Background: an optimization exercise with open tools, aiming at small area, a short achievable clock period and few clock cycles per item. Do not read the settings as production practice.
At most, simulation tests tie the RTL to the original design; equivalence was not proved.
No activity file was given, so power comes from the tool's default toggle rates.

== job 2068 ==
Design text_line_statistics_top, start of the top module:
module text_line_statistics_top #(
   parameter int COUNT_BITS = tls_pkg::COUNT_BITS_DEFAULT
) (
   input  wire logic                           clock,
   input  wire logic                           reset,
   input  wire logic                           req_tvalid,
   output logic                                req_tready,
   input  wire logic [tls_pkg::BYTE_BITS-1:0]  req_tdata,   
   input  wire logic                           req_tuser,   
   output logic                                rsp_tvalid,
   input  wire logic                           rsp_tready,
   output logic [tls_pkg::RSP_BITS-1:0]        rsp_tdata
);
Size in the first run: about 1,100 cells after synthesis, ~280 flip-flops.
clock: 3.5 ns
lec_check: 0
cap_margin: 20
core_margin: 2
core_utilization: 55
setup_slack_margin: 1.45
slew_margin: 20
standard.sh (not shown) runs the stock make flow with config.mk's settings and CLKGATE_MAP_FILE= SYNTH_SCRIPT=/design/flow/synth_recipe.tcl, a recipe that flattens the netlist after the stock synthesis.
==> flow/flow/run.sh <==
#!/bin/bash
# Standard layout, with plain buf_1 cells as the port buffers and a clock tree of larger
# sink clusters without dummy loads.
set -euo pipefail
export BUFFER_PORTS_ARGS="-buffer_cell sky130_fd_sc_hd__buf_1"
export CTS_ARGS="-sink_clustering_enable -repair_clock_nets -dont_use_dummy_load -sink_clustering_size 24 -sink_clustering_max_diameter 80"
bash standard.sh > standard_flow.log 2>&1
#### Input delta (job 2323 over job 2068)
-- flow/config.mk --
<<< job 2068, line 11
export SETUP_SLACK_MARGIN = 1.45
>>> job 2323, line 11
export SETUP_SLACK_MARGIN = 1.6
[summary]
Job 2323 reached the final stage; the timing, DRC and antenna checks on its layout passed. Taking job 2068 as the reference point, the non-filler instance count after layout of job 2323 rises by 9. | clock skew | job 2323 vs job 2068 | ≈ equal |. Job 2068 -> job 2323: clock distribution area overhead in the final layout flat.
No functional check of the RTL was part of any run of this note.

---

Another version of the RTL of text_line_statistics_top (not shown whole).
Size: ~970 cells after synthesis, roughly 240 flip-flops, about 10,000 um^2 of cells after synthesis.
export LEC_CHECK = 0
export ABC_CLOCK_PERIOD_IN_PS = 1700
export CAP_MARGIN = 20
export CORE_MARGIN = 2
export CORE_UTILIZATION = 40
export SETUP_SLACK_MARGIN = 1.5
export SLEW_MARGIN = 20
create_clock -name core_clock -period 3.5 [get_ports {clock}]
==> flow/flow/run.sh <==
#!/bin/bash
# Standard layout, with plain buf_1 cells as the port buffers.
set -euo pipefail
export BUFFER_PORTS_ARGS="-buffer_cell sky130_fd_sc_hd__buf_1"
bash standard.sh > standard_flow.log 2>&1
Rerun with:
SETUP_SLACK_MARGIN = unset   (was 1.5)
The new run produced a clean layout.
Count of clock-buffer cells in the layout came out higher by 4.
Critical path depth came out lower by 1.
Flip-flop and latch count does not change.
Cell area came out lower by a few percent.
Power came out lower by roughly a tenth.
Rerun with:
ABC_AREA = 1   (was unset)
ABC_CLOCK_PERIOD_IN_PS = unset   (was 1700)
=> Die area came out higher by about 9%. Clock-buffer cell count went down by 4. Synthesized cell count went up by 34%. Worst hold slack got worse by 0.068 ns. Clock skew is lower by 0.0048 ns. Via count rises by 25%. Setup slack improved by 0.29 ns.
Rerun with:
ABC_AREA = unset   (was 1)
ABC_CLOCK_PERIOD_IN_PS = 1700   (was unset)
CTS_CLUSTER_DIAMETER = 100   (was unset)
CTS_CLUSTER_SIZE = 30   (was unset)
What happened: The changed run went through all stages and came out clean. Sequential share of layout area came out higher by 5.4 points. Sequential cell count does not change. Register-to-register slack gets worse by 0.30 ns. Clock skew came out higher by 0.0058 ns. Combinational power came out lower by about 30%.
Function was not checked in any run of this note: the RTL went through the layout flow alone.

---

== rev 12 ==
text_line_statistics_top, a different RTL version from the one above (not shown whole).
Size in the first run: ~270 flip-flops, roughly 210 I/O pins, roughly 12000 um^2 of cells after synthesis.
export LEC_CHECK = 0
export CAP_MARGIN = 20
export CORE_MARGIN = 2
export CORE_UTILIZATION = 55
export SETUP_SLACK_MARGIN = 1.45
export SLEW_MARGIN = 20
create_clock -name core_clock -period 3.5 [get_ports {clock}]
==> flow/flow/run.sh <==
#!/bin/bash
# Standard layout, with plain buf_1 cells as the port buffers and a clock tree of larger
# sink clusters without dummy loads.
set -euo pipefail
export BUFFER_PORTS_ARGS="-buffer_cell sky130_fd_sc_hd__buf_1"
export CTS_ARGS="-sink_clustering_enable -repair_clock_nets -dont_use_dummy_load -sink_clustering_size 24 -sink_clustering_max_diameter 80"
bash standard.sh > standard_flow.log 2>&1
diff inputs: rev 12 => rev 13
# rev 12
export LEC_CHECK = 0
export CAP_MARGIN = 20
export CORE_MARGIN = 2
export CORE_UTILIZATION = 55
export SETUP_SLACK_MARGIN = 1.45
export SLEW_MARGIN = 20
create_clock -name core_clock -period 3.5 [get_ports {clock}]
# rev 13
export LEC_CHECK = 0
export CAP_MARGIN = 20
export CORE_MARGIN = 2
export CORE_UTILIZATION = 55
export SETUP_SLACK_MARGIN = 1.6
export SLEW_MARGIN = 20
create_clock -name core_clock -period 3.5 [get_ports {clock}]
Notes after the runs:
The final layout from rev 13, which completed every stage, passed the timing, DRC and antenna checks at the end of the flow.
Every stage of the flow completed for rev 12, and the final layout passed the timing, DRC and antenna checks.
Compared with rev 12, in rev 13 later-pin clock latency in the skew report roughly the same, post-route clock period utilization lower.
Looking at number of iterations in the first detailed-routing pass, rev 13 sits 2 lower than rev 12 does.
Reported for rev 13 and rev 12, placement-stage worst setup slack turned out identical to the last digit.
No functional check of the RTL was part of any run of this note.

---

== build 5 ==
Another version of the RTL of text_line_statistics_top (not shown whole).
For scale: roughly 1,000 cells after synthesis, ~260 flip-flops, roughly 11,000 um^2 of cells after synthesis.
Design text_line_statistics_top, start of the top module:
module text_line_statistics_top #(
   parameter int COUNT_BITS = tls_pkg::COUNT_BITS_DEFAULT
) (
   input  wire logic                           clock,
   input  wire logic                           reset,
   input  wire logic                           req_tvalid,
   output logic                                req_tready,
   input  wire logic [tls_pkg::BYTE_BITS-1:0]  req_tdata,   
   input  wire logic                           req_tuser,   
   output logic                                rsp_tvalid,
   input  wire logic                           rsp_tready,
   output logic [tls_pkg::RSP_BITS-1:0]        rsp_tdata
);
==> flow/config.mk <==
export PLATFORM = sky130hd
export DESIGN_NAME = text_line_statistics_top
export DESIGN_NICKNAME = text_line_statistics_top
export VERILOG_FILES = /design/flow/design.v
export SDC_FILE = /design/flow/constraint.sdc
export NUM_CORES = 4
export LEC_CHECK = 0
export CAP_MARGIN = 20
export CORE_MARGIN = 2
export CORE_UTILIZATION = 40
export SETUP_SLACK_MARGIN = 1.3
export SLEW_MARGIN = 20
==> flow/constraint.sdc <==
create_clock -name core_clock -period 3.5 [get_ports {clock}]
set_input_delay 0.7000 -clock core_clock [delete_from_list [all_inputs] [get_ports {clock}]]
set_output_delay 0.7000 -clock core_clock [all_outputs]
set_load 0.01 [all_outputs]
==> flow/flow/run.sh <==
#!/bin/bash
# Standard layout, with plain buf_1 cells as the port buffers.
set -euo pipefail
export BUFFER_PORTS_ARGS="-buffer_cell sky130_fd_sc_hd__buf_1"
bash standard.sh > standard_flow.log 2>&1
Build 5 was carried through to the last stage, and its layout satisfied the timing, DRC and antenna checks.
Testbench counts of build 5, summed over its fixed seeds: cycles 102,685, items 100,653.
The following lists how build 57 was set up differently from build 5:
==> flow/flow/run.sh <==
#!/bin/bash
# Standard layout, with plain buf_1 cells as the port buffers and a clock tree of larger
# sink clusters without dummy loads.
set -euo pipefail
export BUFFER_PORTS_ARGS="-buffer_cell sky130_fd_sc_hd__buf_1"
export CTS_ARGS="-sink_clustering_enable -repair_clock_nets -dont_use_dummy_load -sink_clustering_size 16 -sink_clustering_max_diameter 60 -root_buf sky130_fd_sc_hd__clkbuf_16 -buf_list sky130_fd_sc_hd__clkbuf_8"
bash standard.sh > standard_flow.log 2>&1
==> comparison <==
- Taking build 5 as the reference, in build 57 violation count after the first detailed-routing iteration went up 76; worst setup slack went down 0.021 ns; wire length of the first global-routing pass went down about 0.7%.
- For build 5 and build 57, there was not a single run that failed to finish clean.
- Worst-path cell with the longest stage delay = sky130_fd_sc_hd__edfxtp_1: build 57; worst-path cell with the longest stage delay = sky130_fd_sc_hd__dfxtp_1: build 5
The inputs of build 48 differ from those of build 57 as listed below.
- CORE_UTILIZATION changed from 40 to 65
==> flow/flow/run.sh <==
#!/bin/bash
# Standard layout, with plain buf_1 cells as the port buffers and a clock tree of larger
# sink clusters without dummy loads.
set -euo pipefail
export BUFFER_PORTS_ARGS="-buffer_cell sky130_fd_sc_hd__buf_1"
export CTS_ARGS="-sink_clustering_enable -repair_clock_nets -dont_use_dummy_load -sink_clustering_size 24 -sink_clustering_max_diameter 80"
bash standard.sh > standard_flow.log 2>&1
Results
Build 48: PASS, flow complete, no timing, DRC or antenna violations
Build 48: length of routed met3 wiring is about 2.3% lower than what build 57 reported.
Going from build 57 to build 48, critical path depth shrinks by 1.
On power of the combinational group: between build 57 and build 48, it ends up higher for build 57.
Comparing build 57 and build 48, weighted congestion at the end of routability-driven global placement is lower on build 57.

-- port drivers added, routing unchanged --
Ports are ideal in the flow. The routed layouts listed here were re-timed in OpenROAD.
Step 1 assumes that a clkbuf_16 drives the clock port and a buf_2 every other input.
Step 2, shift: input delay + t, output delay - t, t = (earliest + latest rising clock arrival at the registers) / 2. This alone moves slack from input paths to output paths.
a / b / c = ideal ports / drivers / drivers and shift; a / b = the first two.
run | shift t [ns] | setup WS [ns] | hold WS [ns] | latest minus earliest clock arrival (ns) | pins driven straight from the clock port
job 2068 | 0.526 | 1.469 / 1.460 / 1.180 | 0.450 / 0.440 / 0.450 | 0.028 / 0.028 | 1
job 2323 | 0.528 | 1.473 / 1.473 / 1.424 | 0.448 / 0.440 / 0.448 | 0.024 / 0.024 | 1
the first run of note 2 | 0.560 | 0.575 / 0.575 / 0.575 | 0.407 / 0.386 / 0.442 | 0.015 / 0.015 | 1
the second run of note 2 | 0.582 | 0.313 / 0.313 / 0.313 | 0.399 / 0.371 / 0.444 | 0.024 / 0.024 | 1
the third run of note 2 | 0.585 | 0.599 / 0.599 / 0.599 | 0.331 / 0.305 / 0.436 | 0.019 / 0.019 | 1
the fourth run of note 2 | 0.534 | 0.295 / 0.295 / 0.295 | 0.427 / 0.397 / 0.455 | 0.027 / 0.027 | 1
rev 12 | 0.512 | 0.941 / 0.941 / 0.941 | 0.450 / 0.450 / 0.450 | 0.039 / 0.039 | 1
rev 13 | 0.516 | 0.952 / 0.952 / 0.952 | 0.450 / 0.450 / 0.450 | 0.039 / 0.039 | 1
build 5 | 0.583 | 1.451 / 1.419 / 1.429 | 0.424 / 0.410 / 0.444 | 0.009 / 0.009 | 1
build 57 | 0.524 | 1.431 / 1.431 / 1.415 | 0.406 / 0.406 / 0.406 | 0.072 / 0.071 | 1
build 48 | 0.510 | 1.387 / 1.387 / 1.387 | 0.446 / 0.446 / 0.446 | 0.014 / 0.014 | 1
After both steps every run listed still meets setup and hold. The setup slack of job 2068, which loses most, moves by -0.009 ns with the drivers and by -0.289 ns with both steps.
